What follows belongs to an exercise in optimizing a design on an open flow for small area, a short achievable clock period and few clock cycles per item; a production flow would make more cautious choices. At most, simulation tests tie the RTL to the original design; equivalence was not proved.

==> inputs of run a <==
## fir_serial_seq
module fir_serial_seq (
   input  logic          clk,
   input  logic          rst_n,
   input  logic          in_valid,
   input  logic [fir_pkg::DW-1:0] in_data,
   output logic          in_ready,
   output logic          out_valid,
   output logic [fir_pkg::DW-1:0] out_data,
   input  logic          out_ready,
   input  logic          coef_we,
   input  logic [3:0]    coef_addr,
   input  logic [fir_pkg::DW-1:0] coef_wdata,
   output logic          coef_ready,
   input  logic          flush,
   output logic          busy
);
==> module fir_serial_seq, before the edit <==
module fir_serial_seq (
   input  logic          clk,
   input  logic          rst_n,
   input  logic          in_valid,
   input  logic [fir_pkg::DW-1:0] in_data,
   output logic          in_ready,
   output logic          out_valid,
   output logic [fir_pkg::DW-1:0] out_data,
   input  logic          out_ready,
   input  logic          coef_we,
   input  logic [3:0]    coef_addr,
   input  logic [fir_pkg::DW-1:0] coef_wdata,
   output logic          coef_ready,
   input  logic          flush,
   output logic          busy
);
   localparam int N = fir_pkg::NTAPS_DEF;
   logic [N-1:0][fir_pkg::DW-1:0] x_q;
   logic [N-1:0][23:0] ce_q;    
   logic [23:0] wenc;
   logic v0_q;    
   logic v1_q;    
   logic vo_q;    
   logic adv, take_s, take_c, take_f;
   assign adv = !vo_q || out_ready;
   assign in_ready = !flush && (!v0_q || adv);
   assign coef_ready = !(v0_q && vo_q);
   assign busy = v0_q && vo_q;
   assign take_s = in_valid && in_ready;
   assign take_c = coef_we && coef_ready;
   assign take_f = flush && !busy;
   fir_booth_enc u_enc (.b(coef_wdata), .e(wenc));
   always_ff @(posedge clk) begin
      for (int k = 0; k < N; k++)
         if (!rst_n || (take_c && coef_addr == 4'(k)))
            ce_q[k] <= rst_n ? wenc : fir_pkg::DEF_CENC[k*24 +: 24];
   end
   always_ff @(posedge clk) begin
      if (!rst_n) begin
         x_q <= '0;
         v0_q <= 1'b0;
         v1_q <= 1'b0;
         vo_q <= 1'b0;
      end else begin
         if (take_f) x_q <= '0;
         else if (take_s) x_q <= {x_q[N-2:0], in_data};
         v0_q <= take_s || (v0_q && !adv);
         if (adv) begin
            v1_q <= v0_q;
            vo_q <= v1_q;
         end
      end
   end
   fir_dot9 u_dot (.clk(clk), .en(adv), .x(x_q), .ce(ce_q), .y(out_data));
   assign out_valid = vo_q;
endmodule
==> flow/config.mk <==
export PLATFORM = sky130hd
export DESIGN_NAME = fir_serial_seq
export DESIGN_NICKNAME = fir_serial_seq
export VERILOG_FILES = /design/flow/design.v
export SDC_FILE = /design/flow/constraint.sdc
export NUM_CORES = 4
export LEC_CHECK = 0
export CAP_MARGIN = 20
export CORE_MARGIN = 2
export CORE_UTILIZATION = 40
export SETUP_SLACK_MARGIN = 5
export SLEW_MARGIN = 20
export SYNTH_HIERARCHICAL = 1
export SYNTH_MINIMUM_KEEP_SIZE = 0
==> flow/constraint.sdc <==
create_clock -name core_clock -period 10.0 [get_ports {clk}]
set_input_delay 2.0000 -clock core_clock [delete_from_list [all_inputs] [get_ports {clk}]]
set_output_delay 2.0000 -clock core_clock [all_outputs]
set_load 0.01 [all_outputs]
run.sh (not shown) runs the stock make flow with config.mk's settings and CLKGATE_MAP_FILE= SYNTH_SCRIPT=/design/flow/synth_recipe.tcl, a recipe that flattens the netlist after the stock synthesis.
==> inputs of run b, as changes to run a <==
--- a/flow/design.v
+++ b/flow/design.v
@@ -3909,14 +3909,17 @@
    logic v0_q;    
    logic v1_q;    
    logic vo_q;    
-   logic adv, take_s, take_c, take_f;
+   logic free_q;  
+   logic adv, take_s, take_c, take_f, v0_d, vo_d;
    assign adv = !vo_q || out_ready;
-   assign in_ready = !flush && (!v0_q || adv);
-   assign coef_ready = !(v0_q && vo_q);
-   assign busy = v0_q && vo_q;
+   assign in_ready = !flush && (free_q || out_ready);
+   assign coef_ready = free_q;
+   assign busy = !free_q;
    assign take_s = in_valid && in_ready;
    assign take_c = coef_we && coef_ready;
    assign take_f = flush && !busy;
+   assign v0_d = take_s || (v0_q && !adv);
+   assign vo_d = adv ? v1_q : vo_q;
    fir_booth_enc u_enc (.b(coef_wdata), .e(wenc));
    always_ff @(posedge clk) begin
       for (int k = 0; k < N; k++)
@@ -3929,14 +3932,14 @@
          v0_q <= 1'b0;
          v1_q <= 1'b0;
          vo_q <= 1'b0;
+         free_q <= 1'b1;
       end else begin
          if (take_f) x_q <= '0;
          else if (take_s) x_q <= {x_q[N-2:0], in_data};
-         v0_q <= take_s || (v0_q && !adv);
-         if (adv) begin
-            v1_q <= v0_q;
-            vo_q <= v1_q;
-         end
+         v0_q <= v0_d;
+         if (adv) v1_q <= v0_q;
+         vo_q <= vo_d;
+         free_q <= !(v0_d && vo_d);
       end
    end
    fir_dot9 u_dot (.clk(clk), .en(adv), .x(x_q), .ce(ce_q), .y(out_data));
==> flow/flow/run.sh (new file) <==
#!/bin/bash
set -euo pipefail
export BUFFER_PORTS_ARGS="-buffer_cell sky130_fd_sc_hd__buf_2"
bash standard.sh SETUP_SLACK_MARGIN=${MARGIN:-5.6} finish > flow_make.log 2>&1
==> flow/standard.sh (new file) <==
#!/bin/bash
# synth_recipe.tcl (not shown) runs the flow's synth.tcl, then flattens the netlist and writes it again
# the make line also repeats each setting of config.mk as NAME=value (left out here)
make -C /OpenROAD-flow-scripts/flow DESIGN_CONFIG=/design/flow/config.mk WORK_HOME=/design/flow/orfs CLKGATE_MAP_FILE= SYNTH_SCRIPT=/design/flow/synth_recipe.tcl "${@:-finish}"
removed: flow/run.sh
==> inputs of run c, as changes to run a <==
--- a/flow/design.v
+++ b/flow/design.v
@@ -3909,14 +3909,17 @@
    logic v0_q;    
    logic v1_q;    
    logic vo_q;    
-   logic adv, take_s, take_c, take_f;
+   logic free_q;  
+   logic adv, take_s, take_c, take_f, v0_d, vo_d;
    assign adv = !vo_q || out_ready;
-   assign in_ready = !flush && (!v0_q || adv);
-   assign coef_ready = !(v0_q && vo_q);
-   assign busy = v0_q && vo_q;
+   assign in_ready = !flush && (free_q || out_ready);
+   assign coef_ready = free_q;
+   assign busy = !free_q;
    assign take_s = in_valid && in_ready;
    assign take_c = coef_we && coef_ready;
    assign take_f = flush && !busy;
+   assign v0_d = take_s || (v0_q && !adv);
+   assign vo_d = adv ? v1_q : vo_q;
    fir_booth_enc u_enc (.b(coef_wdata), .e(wenc));
    always_ff @(posedge clk) begin
       for (int k = 0; k < N; k++)
@@ -3929,14 +3932,14 @@
          v0_q <= 1'b0;
          v1_q <= 1'b0;
          vo_q <= 1'b0;
+         free_q <= 1'b1;
       end else begin
          if (take_f) x_q <= '0;
          else if (take_s) x_q <= {x_q[N-2:0], in_data};
-         v0_q <= take_s || (v0_q && !adv);
-         if (adv) begin
-            v1_q <= v0_q;
-            vo_q <= v1_q;
-         end
+         v0_q <= v0_d;
+         if (adv) v1_q <= v0_q;
+         vo_q <= vo_d;
+         free_q <= !(v0_d && vo_d);
       end
    end
    fir_dot9 u_dot (.clk(clk), .en(adv), .x(x_q), .ce(ce_q), .y(out_data));
--- a/flow/config.mk
+++ b/flow/config.mk
@@ -7,7 +7,7 @@
 export LEC_CHECK = 0
 export CAP_MARGIN = 20
 export CORE_MARGIN = 2
-export CORE_UTILIZATION = 40
+export CORE_UTILIZATION = 60
 export SETUP_SLACK_MARGIN = 5
 export SLEW_MARGIN = 20
 export SYNTH_HIERARCHICAL = 1
==> results.txt <==
quantity                                                                        run a                 run b                 run c
Result of the run                                    no timing/DRC/antenna violations  no timing/DRC/antenna violations  no timing/DRC/antenna violations
Number of flip-flops and latches in the synthesized netlist                       542                   543                   543
Number of well-tap cells placed                                                 2,175                 2,175                 1,414
Sequential-to-total area share from yosys stat                                  22.5%                 22.5%                 22.5%
Worst setup slack before clock tree synthesis                                 4.13 ns               4.79 ns               4.31 ns
Row cnt                                                                           148                   148                   121
Routed wire per std cell                                                      37.0 um               36.1 um               43.8 um
Clock latency at the later pin of the worst-skew pair                         0.72 ns               0.72 ns               0.68 ns
Number of optimization iterations in the first detailed-route pass                  6                     7                     8
Utilization after layout                                                        42.8%                 45.9%                 63.0%
Syn Inst Count                                                                  5,646                 5,647                 5,647
Detailed placer's ending HPWL                                              212,000 um            211,000 um            222,000 um
Area share of xor/xnor cells in the synthesized design                          16.4%                 16.4%                 16.4%
Detailed route wirelength on metal2                                        116,000 um            118,000 um            118,000 um
Endpoint with the worst hold slack                                  vo_q$_SDFFE_PN0P_  x_q[91]$_SDFFE_PP0P_  x_q[28]$_SDFFE_PP0P_
Worst slew margin                                                               15.4%                 17.9%                 14.2%
Setup repair after global routing missed its margin                                no                   yes                   yes
Average cell area after synthesis                                          11.7 sq um            11.7 sq um            11.7 sq um
Testbench counts of run a, summed over its fixed seeds: cycles 1,632, items 1,600.
No functional check of the RTL was part of run b and run c.

==> re-timing with driven ports <==
How much do the figures lean on ideal ports? The routed layouts below were timed once more, with nothing changed but the port constraints. Step 1, drivers: a clkbuf_16 drives clk and a buf_2 each remaining input, both assumed. Step 2 also shifts input and output timing later by t, the mid clock arrival at the registers, as if the neighbouring blocks saw the same clock. Slacks: ideal ports / drivers / drivers and shift; pairs: ideal ports / drivers.
run | t, ns | setup WS [ns] | hold slack, ns | worst setup path at the end | slew at the worst register clock pin (ns)
run a | 0.788 | 4.929 / 4.929 / 4.929 | 0.488 / 0.488 / 0.488 | register to register | 0.07 / 0.07
run b | 0.784 | 5.328 / 5.328 / 5.318 | 0.515 / 0.515 / 0.515 | input to register | 0.07 / 0.07
run c | 0.746 | 4.925 / 4.925 / 4.865 | 0.475 / 0.475 / 0.475 | input to register | 0.07 / 0.07
After both steps setup and hold are still met in every run listed. The setup slack of run c, which loses most, moves by 0.000 ns with the drivers and by -0.060 ns with both steps.
